From an optimization exercise on the open Yosys and OpenROAD flow, aimed at small area, a short achievable clock period and few clock cycles per item; shortcuts taken in it are not production practice. The RTL was checked by simulation tests, not by an equivalence proof against the original design. Power and IR drop assume default switching activity.

## the reference run
==> flow/design.v (excerpt) <==
module aspect_crop_nearest_scaler (
   input  logic                             clock,
   input  logic                             reset,
   input  logic                             req_valid,
   output logic                             req_ready,
   input  logic                             req_restart,
   output logic                             rsp_valid,
   input  logic                             rsp_ready,
   output logic [acns_pkg::DIM_W-1:0]       rsp_src_col,
   output logic [acns_pkg::DIM_W-1:0]       rsp_src_row,
   output logic [acns_pkg::DIM_W-1:0]       rsp_dst_col,
   output logic [acns_pkg::DIM_W-1:0]       rsp_dst_row,
   output logic [acns_pkg::IDX_W-1:0]       rsp_src_index,
   output logic [acns_pkg::IDX_W-1:0]       rsp_dst_index,
   output logic [acns_pkg::STAT_W-1:0]      rsp_status,
   output logic                             rsp_last,
   input  logic                             csr_wr_en,
   input  logic [acns_pkg::CSR_IDX_W-1:0]   csr_index,
   input  logic [acns_pkg::DIM_W-1:0]       csr_wdata
);
   localparam logic [29:0] POS_TOP = 30'h1000_0000;
   localparam logic [29:0] POS_BOT = 30'h2000_7FFF;    
   localparam logic [3:0] S_IDLE = 4'd0;
   localparam logic [3:0] S_M    = 4'd1;
   localparam logic [3:0] S_CMP  = 4'd2;
   localparam logic [3:0] S_INIT = 4'd3;
   localparam logic [3:0] S_DIV  = 4'd4;
   localparam logic [3:0] S_FIN  = 4'd5;
   localparam logic [3:0] S_M2   = 4'd6;
   localparam logic [3:0] S_F1   = 4'd7;
   localparam logic [3:0] S_F1A  = 4'd8;
   localparam logic [3:0] S_F1B  = 4'd9;
  ...
Size in the first run: ~530 flip-flops, about 120 I/O pins, about 43,000 sq um of cells after synthesis.
make LEC_CHECK=0 CAP_MARGIN=20 CORE_MARGIN=2 CORE_UTILIZATION=50 SETUP_SLACK_MARGIN=5 SLEW_MARGIN=20 finish   # period 10.0 ns
run.sh (not shown) runs the stock make flow with config.mk's settings and CLKGATE_MAP_FILE= SYNTH_SCRIPT=/design/flow/synth_recipe.tcl, a recipe that flattens the netlist after the stock synthesis.
No stage failed in the reference run, and the final checks on the layout all came back clean.
Testbench counts of the reference run, summed over its fixed seeds: cycles 68,013, items 54,757.
Edits applied to the flow inputs when going from the reference run to the trial run:
--- a/flow/design.v
+++ b/flow/design.v
@@ -54,15 +54,14 @@
    logic        qa_hi;            
    logic [23:0] rem_x, rem_y, dlong;    
    logic [12:0] rem_a;
    logic        b_nce;
    logic        b_valid, b_first, b_colend, b_last, b_ylo, b_yhi, b_cyc;
    logic [11:0] b_cx, b_cy, b_col, b_row;
-   logic [12:0] b_delta;
    logic [1:0]  b_status;
-   logic        o_valid, o_last;
+   logic        o_valid, o_last, o_colend;
    logic [11:0] o_src_col, o_src_row, o_col, o_row;
    logic [23:0] o_src_index, o_dst_index;
    logic [1:0]  o_status;
    always_ff @(posedge clock) begin
       if (reset) begin
          win_l <= '0;
@@ -136,13 +135,12 @@
    end
    logic [13:0] nx, ny;
    logic [11:0] cx, cy, cur_col, cur_row;
    logic        kx, ylo, yhi, fv, col_end, is_last;
    logic [31:0] sum_x, sum_y;
    logic [29:0] adv_x, adv_y;
-   logic [12:0] delta;
    assign nx = pos_x[29:16];
    assign ny = pos_y[29:16];
    always_comb begin
       kx = 1'b0;
       cx = nx[11:0];
       if (nx[13]) begin
@@ -158,17 +156,18 @@
    assign cy  = ylo ? 12'd0 : (yhi ? sh - 12'd1 : ny[11:0]);
    assign fv      = ready && tgt_ok;
    assign cur_col = (first || b_colend) ? 12'd0 : b_col + 12'd1;
    assign cur_row = first ? 12'd0 : (b_colend ? b_row + 12'd1 : b_row);
    assign col_end = (first || b_colend) ? (tw <= 12'd1) : b_nce;
    assign is_last = col_end && (({1'b0, cur_row} + 13'd1) >= {1'b0, th});
-   assign delta   = b_colend ? {1'b0, tw} - {1'b0, b_col} : 13'd1;
    assign sum_x = {{2{pos_x[29]}}, pos_x} + {2'b00, qx[29:0]};
    assign sum_y = {{2{pos_y[29]}}, pos_y} + {2'b00, qy[29:0]};
    assign adv_x = (!sum_x[31] && (|sum_x[30:28])) ? POS_TOP : sum_x[29:0];
    assign adv_y = (!sum_y[31] && (|sum_y[30:28])) ? POS_TOP : sum_y[29:0];
+   logic [12:0] delta;
+   assign delta  = o_colend ? {1'b0, tw} - {1'b0, o_col} : 13'd1;
    logic [23:0] base, u_s, u_c, u_next, cyc_sw;
    assign base   = b_ylo ? 24'd0 : (b_yhi ? dlong : rem_y);
    assign cyc_sw = b_cyc ? {12'd0, sw} : 24'd0;
    assign u_s    = rem_y ^ rem_x ^ cyc_sw;
    assign u_c    = ((rem_y & rem_x) | (rem_y & cyc_sw) | (rem_x & cyc_sw)) << 1;
    assign u_next = u_s + u_c;
@@ -417,24 +416,24 @@
             b_colend <= col_end;
             b_nce    <= ({1'b0, cur_col} + 13'd2) >= {1'b0, tw};
             b_first  <= first;
             b_ylo    <= ylo;
             b_yhi    <= yhi;
          end
-         b_delta <= delta;
          b_cyc   <= sum_y[16] ^ pos_y[16] ^ qy[16];
       end
       if (st == S_F1B) begin
          o_dst_index <= dlong;
       end else if (b_move) begin
          o_src_col   <= b_cx;
          o_src_row   <= b_cy;
          o_col       <= b_col;
          o_row       <= b_row;
          o_src_index <= base + {12'd0, b_cx};
-         o_dst_index <= b_first ? 24'd0 : o_dst_index + {{11{b_delta[12]}}, b_delta};
+         o_dst_index <= b_first ? 24'd0 : o_dst_index + {{11{delta[12]}}, delta};
+         o_colend    <= b_colend;
          o_status    <= b_status;
          o_last      <= b_last;
       end
    end
    assign rsp_valid     = o_valid;
    assign rsp_src_col   = o_src_col;
==> comparison <==
- Both conditions hold for the trial run: the flow ran to the end and the final layout passed the timing, design-rule and antenna checks.
- Of the reference run and the trial run, the higher final critical-path required period belongs to the reference run.
- Taking the reference run as the reference, in the trial run worst setup margin increased by 23 ps relative to the old numbers, synthesized netlist net count increased by about 0.43% relative to the old numbers, number of standard cells in the layout, taps in and fillers out held, area of the core region went down.
- Diff the reference run -> the trial run | non-clock buffer count | increase of 13
- Via count (lower): the trial run
- The standard cells in the trial run occupy less silicon area than those in the reference run do.
- The estimated power of the trial run ends up higher than the estimate for the reference run.
Testbench counts of the trial run, summed over its fixed seeds: cycles 68,013, items 54,757.

========
Starting RTL as in the previous note.
==> flow/config.mk <==
export PLATFORM = sky130hd
export DESIGN_NAME = aspect_crop_nearest_scaler
export DESIGN_NICKNAME = aspect_crop_nearest_scaler
export VERILOG_FILES = /design/flow/design.v
export SDC_FILE = /design/flow/constraint.sdc
export NUM_CORES = 4
export LEC_CHECK = 0
export CAP_MARGIN = 20
export CORE_MARGIN = 2
export CORE_UTILIZATION = 40
export SETUP_SLACK_MARGIN = 5
export SLEW_MARGIN = 20
==> flow/constraint.sdc <==
create_clock -name core_clock -period 10.0 [get_ports {clock}]
set_input_delay 2.0000 -clock core_clock [delete_from_list [all_inputs] [get_ports {clock}]]
set_output_delay 2.0000 -clock core_clock [all_outputs]
set_load 0.01 [all_outputs]
The baseline passed the timing, design-rule and antenna checks.
Testbench counts at the start, summed over its fixed seeds: cycles 68,013, items 54,757.
Then changed:
--- a/flow/design.v
+++ b/flow/design.v
@@ -49,25 +49,24 @@
    logic [4:0]  cnt;
    logic        wide;
    logic        ready, first;
    logic [29:0] pos_x, pos_y, origin_x;
    logic [30:0] qx, qy;           
    logic        qa_hi;            
    logic [23:0] rem_x, rem_y, dlong;    
    logic [12:0] rem_a;
    logic        b_nce;
    logic        b_valid, b_first, b_colend, b_last, b_ylo, b_yhi, b_cyc;
    logic [11:0] b_cx, b_cy, b_col, b_row;
-   logic [12:0] b_delta;
    logic [1:0]  b_status;
-   logic        o_valid, o_last;
+   logic        o_valid, o_last, o_colend;
    logic [11:0] o_src_col, o_src_row, o_col, o_row;
    logic [23:0] o_src_index, o_dst_index;
    logic [1:0]  o_status;
    always_ff @(posedge clock) begin
       if (reset) begin
          win_l <= '0;
          win_t <= '0;
          win_r <= '0;
          win_b <= '0;
          tw    <= '0;
          th    <= '0;
@@ -131,49 +130,49 @@
                tok1_r <= req_restart;
             end
             if ((st == S_FIN2 && rst_hd) || adopt) tok0_r <= 1'b0;   
          end
       end
    end
    logic [13:0] nx, ny;
    logic [11:0] cx, cy, cur_col, cur_row;
    logic        kx, ylo, yhi, fv, col_end, is_last;
    logic [31:0] sum_x, sum_y;
    logic [29:0] adv_x, adv_y;
-   logic [12:0] delta;
    assign nx = pos_x[29:16];
    assign ny = pos_y[29:16];
    always_comb begin
       kx = 1'b0;
       cx = nx[11:0];
       if (nx[13]) begin
          kx = 1'b1;
          cx = '0;
       end else if (nx[12] || nx[11:0] >= sw) begin
          kx = 1'b1;
          cx = sw - 12'd1;
       end
    end
    assign ylo = ny[13];
    assign yhi = !ny[13] && (ny[12] || ny[11:0] >= sh);
    assign cy  = ylo ? 12'd0 : (yhi ? sh - 12'd1 : ny[11:0]);
    assign fv      = ready && tgt_ok;
    assign cur_col = (first || b_colend) ? 12'd0 : b_col + 12'd1;
    assign cur_row = first ? 12'd0 : (b_colend ? b_row + 12'd1 : b_row);
    assign col_end = (first || b_colend) ? (tw <= 12'd1) : b_nce;
    assign is_last = col_end && (({1'b0, cur_row} + 13'd1) >= {1'b0, th});
-   assign delta   = b_colend ? {1'b0, tw} - {1'b0, b_col} : 13'd1;
    assign sum_x = {{2{pos_x[29]}}, pos_x} + {2'b00, qx[29:0]};
    assign sum_y = {{2{pos_y[29]}}, pos_y} + {2'b00, qy[29:0]};
    assign adv_x = (!sum_x[31] && (|sum_x[30:28])) ? POS_TOP : sum_x[29:0];
    assign adv_y = (!sum_y[31] && (|sum_y[30:28])) ? POS_TOP : sum_y[29:0];
+   logic [12:0] delta;
+   assign delta  = o_colend ? {1'b0, tw} - {1'b0, o_col} : 13'd1;
    logic [23:0] base, u_s, u_c, u_next, cyc_sw;
    assign base   = b_ylo ? 24'd0 : (b_yhi ? dlong : rem_y);
    assign cyc_sw = b_cyc ? {12'd0, sw} : 24'd0;
    assign u_s    = rem_y ^ rem_x ^ cyc_sw;
    assign u_c    = ((rem_y & rem_x) | (rem_y & cyc_sw) | (rem_x & cyc_sw)) << 1;
    assign u_next = u_s + u_c;
    logic        bx, by, bl;
    logic [23:0] max, may, mal;
    logic [11:0] div_a;
    logic [23:0] div_x, div_y;
    logic [24:0] ax, bxo, ay, byo, al, blo;
@@ -412,34 +411,34 @@
             b_cy     <= cy;
             b_col    <= cur_col;
             b_row    <= cur_row;
             b_status <= (kx || ylo || yhi) ? acns_pkg::STATUS_CLAMPED : acns_pkg::STATUS_OK;
             b_last   <= is_last;
             b_colend <= col_end;
             b_nce    <= ({1'b0, cur_col} + 13'd2) >= {1'b0, tw};
             b_first  <= first;
             b_ylo    <= ylo;
             b_yhi    <= yhi;
          end
-         b_delta <= delta;
          b_cyc   <= sum_y[16] ^ pos_y[16] ^ qy[16];
       end
       if (st == S_F1B) begin
          o_dst_index <= dlong;
       end else if (b_move) begin
          o_src_col   <= b_cx;
          o_src_row   <= b_cy;
          o_col       <= b_col;
          o_row       <= b_row;
          o_src_index <= base + {12'd0, b_cx};
-         o_dst_index <= b_first ? 24'd0 : o_dst_index + {{11{b_delta[12]}}, b_delta};
+         o_dst_index <= b_first ? 24'd0 : o_dst_index + {{11{delta[12]}}, delta};
+         o_colend    <= b_colend;
          o_status    <= b_status;
          o_last      <= b_last;
       end
    end
    assign rsp_valid     = o_valid;
    assign rsp_src_col   = o_src_col;
    assign rsp_src_row   = o_src_row;
    assign rsp_dst_col   = o_col;
    assign rsp_dst_row   = o_row;
    assign rsp_src_index = o_src_index;
    assign rsp_dst_index = o_dst_index;
Non-clock buffer count is higher by 10. Via count shrinks by about 0.37%. Clock skew shrinks by 0.021 ns. Power increases by about 6%. Combinational power climbs by 11%. Sequential cell count went down by 12. Die area came out lower by 1.6%. Cell count rose by about 0.4%. Synthesized area fell by 1.6%. Hold slack stays flat. Sequential power came out higher by about 3%.
Testbench counts after the change, summed over its fixed seeds: cycles 68,013, items 54,757.

==> port drivers added, routing unchanged <==
The results above use ideal ports. As a check the final layouts listed here were re-extracted and re-timed, cells and wires unchanged. Step 1 sets driving cells, clkbuf_16 on the clock port and buf_2 on the other inputs (assumed; they add their load-dependent delay and slew). Step 2 also shifts input and output timing later by t, the mid clock arrival at the registers, as if the neighbouring blocks saw the same clock. a / b / c = ideal ports / drivers / drivers and shift; a / b = the first two.
run | shift t [ns] | slack for setup (ns) | latest minus earliest clock arrival (ns) | worst data-port slew with drivers (ns)
the reference run | 0.692 | 5.134 / 5.134 / 4.945 | 0.022 / 0.022 | 0.06
the trial run | 0.742 | 5.157 / 5.157 / 4.845 | 0.040 / 0.039 | 0.04
the first run of note 2 | 0.712 | 5.037 / 5.037 / 4.791 | 0.048 / 0.048 | 0.04
the second run of note 2 | 0.707 | 4.999 / 4.999 / 4.728 | 0.032 / 0.032 | 0.07
After both steps every run listed still meets setup and hold. The setup slack of the trial run, which loses most, moves by 0.000 ns with the drivers and by -0.312 ns with both steps.
